Background: an optimization exercise with open tools, aiming at a short achievable clock period and few clock cycles. Do not read the settings as production practice.
The RTL was checked by simulation tests, not by an equivalence proof against the original design.
No activity file was given, so power comes from the tool's default toggle rates.

==> inputs of run a <==
## rsc_core
module rsc_core (
    input  wire logic           i_clk,
    input  wire logic           i_rst,
    input  wire rsc_pkg::word_t i_inst,
    output rsc_pkg::word_t      o_pc,
    input  wire rsc_pkg::word_t i_mem_rd_data,
    output rsc_pkg::word_t      o_mem_addr,
    output rsc_pkg::word_t      o_mem_wr_data,
    output logic                o_mem_wr_en
);
clock: 6.5 ns
lec_check: 0
cap_margin: 20
core_margin: 2
core_utilization: 40
setup_slack_margin: 5
slew_margin: 20
synth_hierarchical: 1
synth_minimum_keep_size: 0
run.sh (not shown) runs the stock make flow with config.mk's settings and CLKGATE_MAP_FILE= SYNTH_SCRIPT=/design/flow/synth_recipe.tcl, a recipe that flattens the netlist after the stock synthesis.
==> inputs of run b, as changes to run a <==
--- a/flow/design.v
+++ b/flow/design.v
@@ -58,15 +58,15 @@
     output logic                o_mem_wr_en
 );
     localparam int BTB_N = 16;
     logic [15:0] r_pc;
     logic        r_ras_v;
     logic [15:0] r_ras;
     logic        r_btb_v   [BTB_N];
-    logic [3:0]  r_btb_tag [BTB_N];     
+    logic [11:0] r_btb_tag [BTB_N];
     logic [15:0] r_btb_tgt [BTB_N];
     logic        d_v;
     logic [15:0] d_pc;
     logic [15:0] d_inst;
     logic        d_ptaken;      
     logic [15:0] d_btgt;        
     logic        d_jpv;         
@@ -76,36 +76,28 @@
     logic        e_wr;
     logic [2:0]  e_dst;
     logic        e_ld;
     logic        e_st;
     logic        e_beq;
     logic        e_jalr;
     logic        e_nand;
+    logic        e_useimm;
+    logic        e_zeroa;
     logic        e_sela;        
     logic        e_selb;
     logic [15:0] e_opa;
     logic [15:0] e_opb;
-    logic        e_asel;        
-    logic        e_bsel;
-    logic [15:0] e_aop;
-    logic [15:0] e_bop;
+    logic [15:0] e_imm;
     logic        e_ptaken;
     logic [15:0] e_alt;         
     logic        e_jpv;
     logic [15:0] e_jtgt;
-    logic        e_eqd;         
-    logic        e_jokd;        
     logic        x1_wr;
     logic [2:0]  x1_dst;
     logic        x1_ld;
-    logic        x1_eld;        
-    logic        e_eld;
-    logic        e_fld;         
-    logic        d_fld;
-    logic [15:0] r_maddr;
     logic        x1_st;
     logic [15:0] x1_res;
     logic [15:0] x1_sd;
     logic        x2_wr;
     logic [2:0]  x2_dst;
     logic        x2_ld;
     logic [15:0] x2_res;
@@ -145,19 +137,15 @@
             f_btgt[15:7] = r_pc[15:7];
         else if (f_lo_co)
             f_btgt[15:7] = f_hi_inc;
         else
             f_btgt[15:7] = f_hi_dec;
     end
     assign f_idx     = r_pc[3:0];
-    logic [BTB_N-1:0] f_btb_hits;
-    always_comb
-        for (int i = 0; i < BTB_N; i++)
-            f_btb_hits[i] = r_btb_v[i] && r_btb_tag[i] == r_pc[7:4];
-    assign f_btb_hit = f_btb_hits[f_idx];
+    assign f_btb_hit = r_btb_v[f_idx] && r_btb_tag[f_idx] == r_pc[15:4];
     assign f_use_ras = r_ras_v && i_inst[12:10] == 3'd0;
     assign f_jpv     = f_jalr && (f_use_ras || f_btb_hit);
     assign f_jtgt    = f_use_ras ? r_ras : r_btb_tgt[f_idx];
     always_comb begin
         if (f_ptaken)
             f_pred = f_btgt;
         else if (f_jpv)
@@ -212,18 +200,18 @@
     logic        a_ready;            
     logic [15:0] a_reg, b_reg;       
     logic [15:0] a_val, b_val;       
     logic        a_ldin, b_ldin;
     logic [15:0] a_rf, b_rf;
     assign {a_e, a_1, a_2, a_3} = d_ha;
     assign {b_e, b_1, b_2, b_3} = d_hb;
-    assign a_stall = a_e ? (e_ld && !e_fld) : (a_1 && x1_ld && !x1_eld);
-    assign b_stall = b_e ? (e_ld && !e_fld) : (b_1 && x1_ld && !x1_eld);
-    assign a_ldin  = a_e ? e_fld : (a_1 ? x1_eld : (a_2 && x2_ld));
-    assign b_ldin  = b_e ? e_fld : (b_1 ? x1_eld : (b_2 && x2_ld));
+    assign a_stall = a_e ? e_ld : (a_1 && x1_ld);
+    assign b_stall = b_e ? e_ld : (b_1 && x1_ld);
+    assign a_ldin  = !a_e && !a_1 && a_2 && x2_ld;
+    assign b_ldin  = !b_e && !b_1 && b_2 && x2_ld;
     assign a_ready = !a_e && !(a_1 && x1_ld) && !a_ldin;
     assign a_rf = (d_srca == 3'd0) ? 16'd0 : r_rf[d_srca];
     assign b_rf = (d_srcb == 3'd0) ? 16'd0 : r_rf[d_srcb];
     always_comb begin
         if (a_1)
             a_reg = x1_res;
         else if (a_2)
@@ -244,76 +232,55 @@
     assign a_val = a_ldin ? i_mem_rd_data : a_reg;
     assign b_val = b_ldin ? i_mem_rd_data : b_reg;
     logic        stall;
     logic        redir_d;
     logic        redir_e;
     logic [15:0] tgt_e;
     assign stall   = d_v && (a_stall || b_stall);
-    assign redir_d = d_v && d_jalr && !d_jpv && (a_ready || a_ldin);
-    logic        d_eld;
-    logic        e_port;         
-    assign e_port = e_st || (e_ld && !e_eld && !e_fld);
-    assign d_eld = d_v && d_lw && d_inst[9:7] == 3'd0 && !d_fld && !e_port;
-    logic        f_issue;
-    assign f_issue = f_op == 3'd5 && i_inst[9:7] == 3'd0 && !stall && !d_eld &&
-                     !e_port && !e_st && !(d_v && d_sw);
+    assign redir_d = d_v && d_jalr && !d_jpv && a_ready;
     logic [15:0] x_fa, x_fb;
     logic [15:0] x_a, x_b;
     logic [15:0] x_res;
     logic        x_eq;
     logic        x_jok;
     assign x_fa  = e_sela ? x1_res : e_opa;
     assign x_fb  = e_selb ? x1_res : e_opb;
-    assign x_a   = e_asel ? x1_res : e_aop;
-    assign x_b   = e_bsel ? x1_res : e_bop;
+    assign x_a   = e_zeroa ? 16'd0 : x_fa;
+    assign x_b   = e_useimm ? e_imm : x_fb;
     logic [15:0] x_sum;
     logic        x_co;
     rsc_add #(.W(16)) u_x_add (.i_a(x_a), .i_b(x_b), .i_ci(1'b0), .o_s(x_sum), .o_co(x_co));
-    logic [15:0] x_alu;
-    assign x_alu = e_nand ? ~(x_a & x_b) : x_sum;
-    assign x_res = e_fld ? i_mem_rd_data : x_alu;
-    logic [15:0] m_early;
-    assign m_early = f_issue ? {{9{i_inst[6]}}, i_inst[6:0]} : {{9{d_inst[6]}}, d_inst[6:0]};
-    always_comb begin
-        if (e_sela && e_selb)
-            x_eq = 1'b1;
-        else if (e_sela)
-            x_eq = x1_res == e_opb;
-        else if (e_selb)
-            x_eq = x1_res == e_opa;
-        else
-            x_eq = e_eqd;
-    end
-    assign x_jok = e_sela ? (e_jpv && x1_res == e_jtgt) : e_jokd;
+    assign x_res = e_nand ? ~(x_a & x_b) : x_sum;
+    assign x_eq  = x_fa == x_fb;
+    assign x_jok = e_jpv && x_fa == e_jtgt;
     assign redir_e = e_v && ((e_beq && (x_eq != e_ptaken)) || (e_jalr && !x_jok));
     assign tgt_e   = e_jalr ? x_fa : e_alt;
-    assign o_mem_addr    = r_maddr;
+    assign o_mem_addr    = x1_res;
     assign o_mem_wr_data = x1_sd;
     assign o_mem_wr_en   = x1_st;
     always_ff @(posedge i_clk) begin
         if (i_rst)
             r_pc <= 16'd0;
         else if (redir_e)
             r_pc <= tgt_e;
         else if (redir_d)
-            r_pc <= a_val;
+            r_pc <= a_reg;
         else if (!stall)
             r_pc <= f_pred;
         if (i_rst || redir_e)
             d_v <= 1'b0;
         else if (!stall)
             d_v <= !redir_d;
         if (!stall) begin
             d_pc     <= r_pc;
             d_inst   <= i_inst;
             d_ptaken <= f_ptaken;
             d_btgt   <= f_btgt;
             d_jpv    <= f_jpv;
             d_jtgt   <= f_jtgt;
-            d_fld    <= f_issue;
             d_srca   <= f_srca;
             d_srcb   <= f_srcb;
             d_wr     <= f_wr;
             d_ha     <= f_ha;
             d_hb     <= f_hb;
         end else begin
             d_ha     <= {1'b0, d_ha[3:1]};
@@ -333,60 +300,46 @@
             e_st   <= d_sw;
             e_beq  <= d_beq;
             e_jalr <= d_jalr;
         end
         e_pc     <= d_pc;
         e_dst    <= d_ra;
         e_nand   <= d_nand;
-        e_sela   <= a_e && !e_fld;
-        e_selb   <= b_e && !e_fld;
+        e_useimm <= !(d_add || d_nand);
+        e_zeroa  <= d_jalr;
+        e_sela   <= a_e;
+        e_selb   <= b_e;
         e_opa    <= a_val;
         e_opb    <= b_val;
-        e_asel   <= a_e && !e_fld && !d_jalr;
-        e_bsel   <= b_e && !e_fld && (d_add || d_nand);
-        e_aop    <= d_jalr ? 16'd0 : a_val;
-        e_bop    <= (d_add || d_nand) ? b_val : d_imm;
+        e_imm    <= d_imm;
         e_ptaken <= d_ptaken;
         e_alt    <= d_ptaken ? d_link : d_btgt;
-        e_jpv    <= d_jpv || a_ready || a_ldin;
-        e_eqd    <= a_val == b_val;
-        e_jokd   <= d_jpv ? (a_val == d_jtgt) : (a_ready || a_ldin);
-        if (i_rst || redir_e || stall || !d_v)
-            e_eld <= 1'b0;
-        else
-            e_eld <= d_eld;
-        if (i_rst || redir_e || stall || !d_v)
-            e_fld <= 1'b0;
-        else
-            e_fld <= d_fld;
-        r_maddr  <= (f_issue || d_eld) ? m_early : x_alu;
-        e_jtgt   <= d_jpv ? d_jtgt : a_val;
+        e_jpv    <= d_jpv || a_ready;
+        e_jtgt   <= d_jpv ? d_jtgt : a_reg;
         if (i_rst) begin
             x1_wr <= 1'b0;
             x1_ld <= 1'b0;
-            x1_eld <= 1'b0;
             x1_st <= 1'b0;
         end else begin
             x1_wr <= e_wr;
-            x1_ld <= e_ld && !e_fld;
-            x1_eld <= e_eld;
+            x1_ld <= e_ld;
             x1_st <= e_st;
         end
         x1_dst <= e_dst;
         x1_res <= x_res;
         x1_sd  <= x_fb;
         if (i_rst) begin
             x2_wr <= 1'b0;
             x2_ld <= 1'b0;
         end else begin
             x2_wr <= x1_wr;
-            x2_ld <= x1_ld && !x1_eld;
+            x2_ld <= x1_ld;
         end
         x2_dst <= x1_dst;
-        x2_res <= x1_eld ? i_mem_rd_data : x1_res;
+        x2_res <= x1_res;
         if (i_rst)
             x3_wr <= 1'b0;
         else
             x3_wr <= x2_wr;
         x3_dst <= x2_dst;
         x3_val <= x2_ld ? i_mem_rd_data : x2_res;
         for (int i = 1; i < 8; i++)
@@ -400,15 +353,15 @@
             r_ras <= d_link;
         for (int i = 0; i < BTB_N; i++) begin
             if (i_rst)
                 r_btb_v[i] <= 1'b0;
             else if (e_v && e_jalr && e_pc[3:0] == 4'(i))
                 r_btb_v[i] <= 1'b1;
             if (e_jalr && e_pc[3:0] == 4'(i)) begin
-                r_btb_tag[i] <= e_pc[7:4];
+                r_btb_tag[i] <= e_pc[15:4];
                 r_btb_tgt[i] <= x_fa;
             end
         end
     end
 endmodule
 module rsc_add #(parameter int W = 16) (
     input  wire logic [W-1:0] i_a,
- SETUP_SLACK_MARGIN: 5 -> 3
- SYNTH_HIERARCHICAL: 1 -> not set
- SYNTH_MINIMUM_KEEP_SIZE: 0 -> not set
==> inputs of run c, as changes to run a <==
--- a/flow/design.v
+++ b/flow/design.v
@@ -95,16 +95,14 @@
     logic        e_eqd;         
     logic        e_jokd;        
     logic        x1_wr;
     logic [2:0]  x1_dst;
     logic        x1_ld;
     logic        x1_eld;        
     logic        e_eld;
-    logic        e_fld;         
-    logic        d_fld;
     logic [15:0] r_maddr;
     logic        x1_st;
     logic [15:0] x1_res;
     logic [15:0] x1_sd;
     logic        x2_wr;
     logic [2:0]  x2_dst;
     logic        x2_ld;
@@ -212,18 +210,18 @@
     logic        a_ready;            
     logic [15:0] a_reg, b_reg;       
     logic [15:0] a_val, b_val;       
     logic        a_ldin, b_ldin;
     logic [15:0] a_rf, b_rf;
     assign {a_e, a_1, a_2, a_3} = d_ha;
     assign {b_e, b_1, b_2, b_3} = d_hb;
-    assign a_stall = a_e ? (e_ld && !e_fld) : (a_1 && x1_ld && !x1_eld);
-    assign b_stall = b_e ? (e_ld && !e_fld) : (b_1 && x1_ld && !x1_eld);
-    assign a_ldin  = a_e ? e_fld : (a_1 ? x1_eld : (a_2 && x2_ld));
-    assign b_ldin  = b_e ? e_fld : (b_1 ? x1_eld : (b_2 && x2_ld));
+    assign a_stall = a_e ? e_ld : (a_1 && x1_ld && !x1_eld);
+    assign b_stall = b_e ? e_ld : (b_1 && x1_ld && !x1_eld);
+    assign a_ldin  = !a_e && (a_1 ? x1_eld : (a_2 && x2_ld));
+    assign b_ldin  = !b_e && (b_1 ? x1_eld : (b_2 && x2_ld));
     assign a_ready = !a_e && !(a_1 && x1_ld) && !a_ldin;
     assign a_rf = (d_srca == 3'd0) ? 16'd0 : r_rf[d_srca];
     assign b_rf = (d_srcb == 3'd0) ? 16'd0 : r_rf[d_srcb];
     always_comb begin
         if (a_1)
             a_reg = x1_res;
         else if (a_2)
@@ -246,37 +244,28 @@
     logic        stall;
     logic        redir_d;
     logic        redir_e;
     logic [15:0] tgt_e;
     assign stall   = d_v && (a_stall || b_stall);
     assign redir_d = d_v && d_jalr && !d_jpv && (a_ready || a_ldin);
     logic        d_eld;
-    logic        e_port;         
-    assign e_port = e_st || (e_ld && !e_eld && !e_fld);
-    assign d_eld = d_v && d_lw && d_inst[9:7] == 3'd0 && !d_fld && !e_port;
-    logic        f_issue;
-    assign f_issue = f_op == 3'd5 && i_inst[9:7] == 3'd0 && !stall && !d_eld &&
-                     !e_port && !e_st && !(d_v && d_sw);
+    assign d_eld = d_v && d_lw && d_inst[9:7] == 3'd0 && !e_ld && !e_st;
     logic [15:0] x_fa, x_fb;
     logic [15:0] x_a, x_b;
     logic [15:0] x_res;
     logic        x_eq;
     logic        x_jok;
     assign x_fa  = e_sela ? x1_res : e_opa;
     assign x_fb  = e_selb ? x1_res : e_opb;
     assign x_a   = e_asel ? x1_res : e_aop;
     assign x_b   = e_bsel ? x1_res : e_bop;
     logic [15:0] x_sum;
     logic        x_co;
     rsc_add #(.W(16)) u_x_add (.i_a(x_a), .i_b(x_b), .i_ci(1'b0), .o_s(x_sum), .o_co(x_co));
-    logic [15:0] x_alu;
-    assign x_alu = e_nand ? ~(x_a & x_b) : x_sum;
-    assign x_res = e_fld ? i_mem_rd_data : x_alu;
-    logic [15:0] m_early;
-    assign m_early = f_issue ? {{9{i_inst[6]}}, i_inst[6:0]} : {{9{d_inst[6]}}, d_inst[6:0]};
+    assign x_res = e_nand ? ~(x_a & x_b) : x_sum;
     always_comb begin
         if (e_sela && e_selb)
             x_eq = 1'b1;
         else if (e_sela)
             x_eq = x1_res == e_opb;
         else if (e_selb)
             x_eq = x1_res == e_opa;
@@ -305,15 +294,14 @@
         if (!stall) begin
             d_pc     <= r_pc;
             d_inst   <= i_inst;
             d_ptaken <= f_ptaken;
             d_btgt   <= f_btgt;
             d_jpv    <= f_jpv;
             d_jtgt   <= f_jtgt;
-            d_fld    <= f_issue;
             d_srca   <= f_srca;
             d_srcb   <= f_srcb;
             d_wr     <= f_wr;
             d_ha     <= f_ha;
             d_hb     <= f_hb;
         end else begin
             d_ha     <= {1'b0, d_ha[3:1]};
@@ -333,45 +321,41 @@
             e_st   <= d_sw;
             e_beq  <= d_beq;
             e_jalr <= d_jalr;
         end
         e_pc     <= d_pc;
         e_dst    <= d_ra;
         e_nand   <= d_nand;
-        e_sela   <= a_e && !e_fld;
-        e_selb   <= b_e && !e_fld;
+        e_sela   <= a_e;
+        e_selb   <= b_e;
         e_opa    <= a_val;
         e_opb    <= b_val;
-        e_asel   <= a_e && !e_fld && !d_jalr;
-        e_bsel   <= b_e && !e_fld && (d_add || d_nand);
+        e_asel   <= a_e && !d_jalr;
+        e_bsel   <= b_e && (d_add || d_nand);
         e_aop    <= d_jalr ? 16'd0 : a_val;
         e_bop    <= (d_add || d_nand) ? b_val : d_imm;
         e_ptaken <= d_ptaken;
         e_alt    <= d_ptaken ? d_link : d_btgt;
         e_jpv    <= d_jpv || a_ready || a_ldin;
         e_eqd    <= a_val == b_val;
         e_jokd   <= d_jpv ? (a_val == d_jtgt) : (a_ready || a_ldin);
         if (i_rst || redir_e || stall || !d_v)
             e_eld <= 1'b0;
         else
             e_eld <= d_eld;
-        if (i_rst || redir_e || stall || !d_v)
-            e_fld <= 1'b0;
-        else
-            e_fld <= d_fld;
-        r_maddr  <= (f_issue || d_eld) ? m_early : x_alu;
+        r_maddr  <= d_eld ? {{9{d_inst[6]}}, d_inst[6:0]} : x_res;
         e_jtgt   <= d_jpv ? d_jtgt : a_val;
         if (i_rst) begin
             x1_wr <= 1'b0;
             x1_ld <= 1'b0;
             x1_eld <= 1'b0;
             x1_st <= 1'b0;
         end else begin
             x1_wr <= e_wr;
-            x1_ld <= e_ld && !e_fld;
+            x1_ld <= e_ld;
             x1_eld <= e_eld;
             x1_st <= e_st;
         end
         x1_dst <= e_dst;
         x1_res <= x_res;
         x1_sd  <= x_fb;
         if (i_rst) begin
==> summary.txt <==
	run c	run b	run a
Outcome	timing/DRC/antenna clean	timing/DRC/antenna clean	timing/DRC/antenna clean
Clock-cell share of area	5.32%	7.10%	5.07%
Leakage	19.7 nW	15.3 nW	19.6 nW
Metal2 WL	67.6 mm	56.5 mm	65.8 mm
Clk pwr	0.00497 W	0.00542 W	0.00483 W
# nets final	3702	3119	3757
Number of well taps	1165	1186	1176
Grt met1 use	39.1%	35.0%	41.0%
Number of sequential cells	782	882	784
Share of the clock period used by the worst path after layout	44.7%	55.5%	46.4%
Achievable clock frequency	345 MHz	277 MHz	331 MHz
Required time at the worst-slack endpoint	7090 ps	7060 ps	7040 ps
Data arrival time of the critical path	3490 ps	4160 ps	3550 ps
WL per Instance	30.6 um	28.5 um	29.6 um
Estimated wirelength of the detail-placed design	77.6 mm	75.8 mm	81.0 mm
Insertion delay to the later sink of the worst-skew pair	670 ps	680 ps	670 ps
Launching point of the worst reg2reg path	e_asel	x1_res[15]	e_asel
Proportion of final cell area spent on non-clock buffers	17.2%	5.81%	16.8%
Placed cells	4103	4054	4142
Testbench counts of run a, summed over its fixed seeds: cycles 49,544.
Testbench counts of run b, summed over its fixed seeds: cycles 50,922.
Testbench counts of run c, summed over its fixed seeds: cycles 49,746.

==> separate check: timing with driven ports <==
The results above use ideal ports. As a check the final layouts listed here were re-extracted and re-timed, cells and wires unchanged. Step 1 sets driving cells, clkbuf_16 on the clock port and buf_2 on the other inputs (assumed; they add their load-dependent delay and slew). Step 2, shift: input delay + t, output delay - t, t = (earliest + latest rising clock arrival at the registers) / 2. This alone moves slack from input paths to output paths. a / b / c = ideal / step 1 / step 2; a / b = the first two.
run	t (ns)	setup slack, ns	slew at the worst register clock pin (ns)	cell pins on the clock port's net
run a	0.718	3.483 / 3.492 / 2.774	0.08 / 0.08	1
run b	0.726	2.895 / 2.895 / 2.187	0.07 / 0.07	1
run c	0.724	3.598 / 3.598 / 2.879	0.07 / 0.07	1
After both steps setup and hold are still met in every run listed. For run c, which loses most, drivers alone change the setup slack by 0.000 ns; drivers and shift together by -0.719 ns.
